Context: an optimization exercise on an open-source flow, tuned for small area, a short achievable clock period and few clock cycles per item. The choices shown serve that exercise and are no tape-out recipe.

==> exp/delta: inputs <==
==> flow/design.v (excerpt) <==
module nccLogTop (
	input logic clk,
	input logic rst,
	input logic [8:0] inBeat,
	input logic inValid,
	output logic inReady,
	output logic signed [19:0] score,
	output logic scoreValid,
	input logic scoreReady
);
clock: 10.0 ns
lec_check: 0
abc_area: 1
cap_margin: 20
core_margin: 2
core_utilization: 60
slew_margin: 20
standard.sh (not shown) runs the stock make flow with config.mk's settings and CLKGATE_MAP_FILE= SYNTH_SCRIPT=/design/flow/synth_recipe.tcl, a recipe that flattens the netlist after the stock synthesis.
==> flow/flow/run.sh <==
#!/bin/bash
# The standard layout, with the port buffers made from buf_4 cells instead
# of the delay buffers buffer_ports picks by default, and timing repair
# asked to leave a setup margin.
set -euo pipefail
bash standard.sh BUFFER_PORTS_ARGS="-buffer_cell sky130_fd_sc_hd__buf_4" SETUP_SLACK_MARGIN=6.9 finish > standard.log 2>&1
==> exp/garnet: changes against exp/delta <==
--- a/flow/design.v
+++ b/flow/design.v
@@ -1,53 +1,47 @@
 `default_nettype none
 package nccPkg;
 	parameter int FracBits = 5;
-	parameter int PipeBits = 69;
+	parameter int PipeBits = 68;
 endpackage
 `default_nettype wire
 `timescale 1ns/1ps
 `default_nettype none
 module logDecode (
 	input logic [7:0] mag,
 	output logic zero,
-	output logic [2:0] exp,
-	output logic [nccPkg::FracBits-1:0] frac
+	output logic [2:0] exp
 );
 	logic [3:0] upper4;
 	logic [1:0] upper2;
-	logic [7:0] justified;
 	always_comb begin
 		exp[2] = |mag[7:4];
 		upper4 = exp[2] ? mag[7:4] : mag[3:0];
 		exp[1] = |upper4[3:2];
 		upper2 = exp[1] ? upper4[3:2] : upper4[1:0];
 		exp[0] = upper2[1];
 	end
-	assign justified = mag << (3'd7 - exp);
-	assign frac = justified[6 -: nccPkg::FracBits];
 	assign zero = (mag == 8'd0);
 endmodule
 `default_nettype wire
 `timescale 1ns/1ps
 `default_nettype none
 module logTap (
 	input logic [4:0] frac,
 	input logic [3:0] expSum,
 	input logic live,
 	input logic descNeg,
 	output logic [14:0] term,
 	output logic neg
 );
-	logic [5:0] mant;
 	logic [20:0] shifted;
 	always_comb begin
-		mant = {live, frac & {5{live}}};
-		shifted = {15'd0, mant} << expSum;
+		shifted = {15'd0, 1'b1, frac} << expSum;
 		neg = descNeg && live;
-		term = shifted[19:5] ^ {15{neg}};
+		term = (shifted[19:5] & {15{live}}) ^ {15{neg}};
 	end
 endmodule
 `default_nettype wire
 `timescale 1ns/1ps
 `default_nettype none
 module tapArray (
 	input logic clk,
@@ -72,16 +66,16 @@
 	logic [NumTaps-1:0][8:0] logNext;
 	logic [NumTaps-1:0] wZeroNext;
 	logic [NumTaps-1:0] negNext;
 	logic [3:0] negCountNext;
 	logic [3:0] negCount;
 	logic [NumTaps-1:0][14:0] terms;
 	logic [NumTaps-1:0] negs;
-	logic [4:0] negHigh;
-	logic [19:0] corr;
+	logic [3:0] negHigh;
+	logic [18:0] corr;
 	logic [PipeBits-1:0] pipeNext;
 	always_ff @(posedge clk or posedge rst) begin
 		if (rst) begin
 			log0 <= '0;
 			logStep <= '0;
 			dNeg <= '0;
 			dZero <= '0;
@@ -110,15 +104,15 @@
 	end
 	for (genvar i = 0; i < NumTaps; i++) begin : gTap
 		logTap tap (.frac(logSum[i][4:0]), .expSum(logSum[i][8:5]),
 			.live(!dZero[i] && !wZero[i]), .descNeg(dNeg[i]),
 			.term(terms[i]), .neg(negs[i]));
 	end
 	always_comb begin
-		negHigh = 5'd0 - {1'b0, negCount};
+		negHigh = 4'd0 - negCount;
 		corr = {negHigh, 11'd0, negCount};
 	end
 	logic s0, c0, s1, c1, s2, c2, s3, c3, s4, c4, s5, c5, s6, c6, s7, c7, s8, c8, s9, c9, s10, c10, s11, c11, s12, c12, s13, c13, s14, c14, s15, c15, s16, c16, s17, c17, s18, c18, s19, c19, s20, c20, s21, c21, s22, c22, s23, c23, s24, c24, s25, c25, s26, c26, s27, c27, s28, c28, s29, c29, s30, c30, s31, c31, s32, c32, s33, c33, s34, c34, s35, c35, s36, c36, s37, c37, s38, c38, s39, c39, s40, c40, s41, c41, s42, c42, s43, c43, s44, c44, s45, c45, s46, c46, s47, c47, s48, c48, s49, c49, s50, c50, s51, c51, s52, c52, s53, c53, s54, c54, s55, c55, s56, c56, s57, c57, s58, c58, s59, c59, s60, c60, s61, c61, s62, c62, s63, c63, s64, c64, s65, c65, s66, c66, s67, c67, s68, c68, s69, c69, s70, c70, s71, c71, s72, c72, s73, c73;
 	assign s0 = terms[0][0] ^ terms[1][0] ^ terms[2][0];
 	assign c0 = (terms[0][0] & terms[1][0]) | (terms[0][0] & terms[2][0]) | (terms[1][0] & terms[2][0]);
 	assign s1 = terms[3][0] ^ terms[4][0];
 	assign c1 = terms[3][0] & terms[4][0];
@@ -262,15 +256,15 @@
 	assign c70 = (c35 & c36) | (c35 & c37) | (c36 & c37);
 	assign s71 = s41 ^ s42 ^ s43;
 	assign c71 = (s41 & s42) | (s41 & s43) | (s42 & s43);
 	assign s72 = c38 ^ c39 ^ c40;
 	assign c72 = (c38 & c39) | (c38 & c40) | (c39 & c40);
 	assign s73 = corr[15] ^ c41 ^ c42;
 	assign c73 = (corr[15] & c41) | (corr[15] & c42) | (c41 & c42);
-	assign pipeNext = {corr[19], corr[18], corr[17], c73, corr[16], c72, c71, s73, c43, c70, c69, s72, s71, c68, c67, s70, s69, c66, c65, s68, s67, c64, c63, s66, s65, c62, c61, s64, s63, c60, c59, s62, s61, c58, c57, s60, s59, c56, c55, s58, s57, c54, c53, s56, s55, c52, c51, s54, s53, c50, c49, s52, s51, c48, c47, s50, s49, c46, c45, s48, s47, c44, s46, s45, c1, s44, s1, s0, corr[0]};
+	assign pipeNext = {corr[18], corr[17], c73, corr[16], c72, c71, s73, c43, c70, c69, s72, s71, c68, c67, s70, s69, c66, c65, s68, s67, c64, c63, s66, s65, c62, c61, s64, s63, c60, c59, s62, s61, c58, c57, s60, s59, c56, c55, s58, s57, c54, c53, s56, s55, c52, c51, s54, s53, c50, c49, s52, s51, c48, c47, s50, s49, c46, c45, s48, s47, c44, s46, s45, c1, s44, s1, s0, corr[0]};
 	always_ff @(posedge clk) begin
 		if (pipeLoad) pipe <= pipeNext;
 	end
 endmodule
 `default_nettype wire
 `timescale 1ns/1ps
 `default_nettype none
@@ -310,17 +304,18 @@
 	input logic rst,
 	input logic advance,
 	input logic [nccPkg::PipeBits-1:0] pipe,
 	input logic sumValid,
 	output logic [19:0] score,
 	output logic scoreValid
 );
-	logic [19:0] rowA;
-	logic [19:0] rowB;
-	logic [19:0] sum;
+	logic [18:0] rowA;
+	logic [18:0] rowB;
+	logic [18:0] sum;
+	logic [18:0] scoreQ;
 	logic s74, c74, s75, c75, s76, c76, s77, c77, s78, c78, s79, c79, s80, c80, s81, c81, s82, c82, s83, c83, s84, c84, s85, c85, s86, c86, s87, c87, s88, c88, s89, c89, s90, c90, s91, c91, s92, c92, s93, c93, s94, c94, s95, c95, s96, c96, s97, c97, s98, c98, s99, c99, s100, c100, s101, c101, s102, c102, s103, c103, s104, c104, s105, c105, s106, c106;
 	assign s74 = pipe[0] ^ pipe[1];
 	assign c74 = pipe[0] & pipe[1];
 	assign s75 = pipe[4] ^ pipe[5] ^ pipe[6];
 	assign c75 = (pipe[4] & pipe[5]) | (pipe[4] & pipe[6]) | (pipe[5] & pipe[6]);
 	assign s76 = pipe[8] ^ pipe[9] ^ pipe[10];
 	assign c76 = (pipe[8] & pipe[9]) | (pipe[8] & pipe[10]) | (pipe[9] & pipe[10]);
@@ -380,20 +375,21 @@
 	assign c103 = (pipe[55] & s87) | (pipe[55] & c86) | (s87 & c86);
 	assign s104 = pipe[59] ^ s88 ^ c87;
 	assign c104 = (pipe[59] & s88) | (pipe[59] & c87) | (s88 & c87);
 	assign s105 = pipe[63] ^ s89 ^ c88;
 	assign c105 = (pipe[63] & s89) | (pipe[63] & c88) | (s89 & c88);
 	assign s106 = pipe[64] ^ pipe[65] ^ c89;
 	assign c106 = (pipe[64] & pipe[65]) | (pipe[64] & c89) | (pipe[65] & c89);
-	assign rowA = {pipe[68], pipe[67], pipe[66], s106, s105, s104, s103, s102, s101, s100, s99, s98, s97, s96, s95, s94, s93, s92, s91, s74};
-	assign rowB = {1'b0, 1'b0, c106, c105, c104, c103, c102, c101, c100, c99, c98, c97, c96, c95, c94, c93, c92, c91, c90, s90};
+	assign rowA = {pipe[67], pipe[66], s106, s105, s104, s103, s102, s101, s100, s99, s98, s97, s96, s95, s94, s93, s92, s91, s74};
+	assign rowB = {1'b0, c106, c105, c104, c103, c102, c101, c100, c99, c98, c97, c96, c95, c94, c93, c92, c91, c90, s90};
 	assign sum = rowA + rowB;
 	always_ff @(posedge clk) begin
-		if (advance) score <= sum;
+		if (advance) scoreQ <= sum;
 	end
+	assign score = {scoreQ[18], scoreQ};
 	always_ff @(posedge clk or posedge rst) begin
 		if (rst) begin
 			scoreValid <= 1'b0;
 		end else if (advance) begin
 			scoreValid <= sumValid;
 		end
 	end
@@ -408,15 +404,22 @@
 	input logic inValid,
 	output logic inReady,
 	output logic signed [19:0] score,
 	output logic scoreValid,
 	input logic scoreReady
 );
 	logic advance;
-	logic [8:0] beatQ;
+	logic [8:0] inSel;
+	logic [7:0] inMag;
+	logic inZero;
+	logic [2:0] inExp;
+	logic beatDesc;
+	logic beatSign;
+	logic [7:0] beatMag;
+	logic [7:0] beatJust;
 	logic beatValid;
 	logic [8:0] skidBeat;
 	logic skidValid;
 	logic inStall;
 	logic beatLoad;
 	logic beatZero;
 	logic [2:0] beatExp;
@@ -427,38 +430,52 @@
 	logic descBeat;
 	logic winBeat;
 	logic shiftDesc;
 	logic shiftWin;
 	logic [nccPkg::PipeBits-1:0] pipe;
 	assign advance = !scoreValid || scoreReady;
 	assign beatLoad = advance || !beatValid;
+	assign inSel = skidValid ? skidBeat : inBeat;
+	assign inMag = inSel[8] ? {1'b0, inSel[6:0]} : inSel[7:0];
+	logDecode decode (.mag(inMag), .zero(inZero), .exp(inExp));
 	always_ff @(posedge clk) begin
-		if (beatLoad) beatQ <= skidValid ? skidBeat : inBeat;
+		if (beatLoad) begin
+			beatDesc <= inSel[8];
+			beatSign <= inSel[7];
+			beatMag <= inMag;
+			beatZero <= inZero;
+			beatExp <= inExp;
+		end
 		if (!skidValid) skidBeat <= inBeat;
 	end
 	always_ff @(posedge clk or posedge rst) begin
 		if (rst) begin
 			beatValid <= 1'b0;
 			skidValid <= 1'b0;
-			inStall <= 1'b0;
 		end else if (beatLoad) begin
 			beatValid <= skidValid || inValid;
 			skidValid <= 1'b0;
-			inStall <= 1'b0;
 		end else if (inValid && !skidValid) begin
 			skidValid <= 1'b1;
+		end
+	end
+	always_ff @(posedge clk or posedge rst) begin
+		if (rst) begin
+			inStall <= 1'b0;
+		end else if (beatLoad) begin
+			inStall <= 1'b0;
+		end else if (inValid) begin
 			inStall <= 1'b1;
 		end
 	end
 	assign inReady = !inStall;
-	logDecode decode (
-		.mag(beatQ[8] ? {1'b0, beatQ[6:0]} : beatQ[7:0]),
-		.zero(beatZero), .exp(beatExp), .frac(beatFrac));
-	assign descBeat = beatValid && beatQ[8];
-	assign winBeat = beatValid && !beatQ[8];
+	assign beatJust = beatMag << (3'd7 - beatExp);
+	assign beatFrac = beatJust[6 -: nccPkg::FracBits];
+	assign descBeat = beatValid && beatDesc;
+	assign winBeat = beatValid && !beatDesc;
 	assign shiftDesc = advance && descBeat;
 	assign shiftWin = advance && winBeat;
 	always_ff @(posedge clk or posedge rst) begin
 		if (rst) begin
 			fill <= '0;
 			chainScore <= 1'b0;
 			pipeScore <= 1'b0;
@@ -468,13 +485,13 @@
 			if (descBeat) begin
 				fill <= '0;
 			end else if (winBeat && fill != 4'd8) begin
 				fill <= fill + 1'b1;
 			end
 		end
 	end
-	tapArray taps (.clk, .rst, .shiftDesc, .shiftWin, .decNeg(beatQ[7]), .decZero(beatZero),
+	tapArray taps (.clk, .rst, .shiftDesc, .shiftWin, .decNeg(beatSign), .decZero(beatZero),
 		.decExp(beatExp), .decFrac(beatFrac), .pipeLoad(advance), .pipe);
 	scoreResult result (.clk, .rst, .advance, .pipe, .sumValid(pipeScore),
 		.score, .scoreValid);
 endmodule
 `default_nettype wire
==> qor summary <==
                                                                exp/delta   exp/garnet
Highest clock frequency the design can meet                     322.4 MHz    326.5 MHz
Total non-filler cell area in the finished layout             0.02281 mm2  0.02302 mm2
Result of the run                                timing/DRC/antenna clean  timing/DRC/antenna clean
Final estimated routing congestion in global placement             0.9154       0.9771
Worst clock skew on the final layout                           0.02399 ns   0.01996 ns
First-iteration detailed-routing DRC count                           1062         1450
Amount of wire on met2 after detailed routing                    23.02 mm     24.26 mm
Buffer share of cell area                                          3.060%       1.848%
Filler Cells Inserted                                                2644         2898
Min setup slack post-route                                       6.899 ns     6.937 ns
Count of different cell masters after synthesis                        50           48
Worst hold slack after final layout                             0.4522 ns    0.4691 ns
Maximum number of pins on one net before global-route repair          109           98
Complex-gate fraction of the synthesized area                      8.591%       6.811%
Number of non-clock buffers in the layout                              87           52
Global Route met2 Usage                                            46.48%       47.18%
Function was not checked in any run of this note: the RTL went through the layout flow alone.

[re-timing with driven ports]
Ports are ideal in the flow. The routed layouts listed here were re-timed in OpenROAD.
Step 1 sets driving cells, clkbuf_16 on the clock port and buf_2 on the other inputs (assumed; they add their load-dependent delay and slew).
Step 2, shift: input delay + t, output delay - t, t = (earliest + latest rising clock arrival at the registers) / 2. This alone moves slack from input paths to output paths.
Three values: ideal, step 1, step 2; two values: the first two.
run	t (ns)	setup slack, ns	worst setup path at the end	worst register clock-pin slew, ns	pins driven straight from the clock port
exp/delta	0.575	6.899 / 6.844 / 6.459	input to register	0.06 / 0.06	1
exp/garnet	0.579	6.937 / 6.882 / 6.426	input to register	0.07 / 0.07	1
After both steps setup and hold are still met in every run listed. For exp/garnet, which loses most, drivers alone change the setup slack by -0.055 ns; drivers and shift together by -0.511 ns.
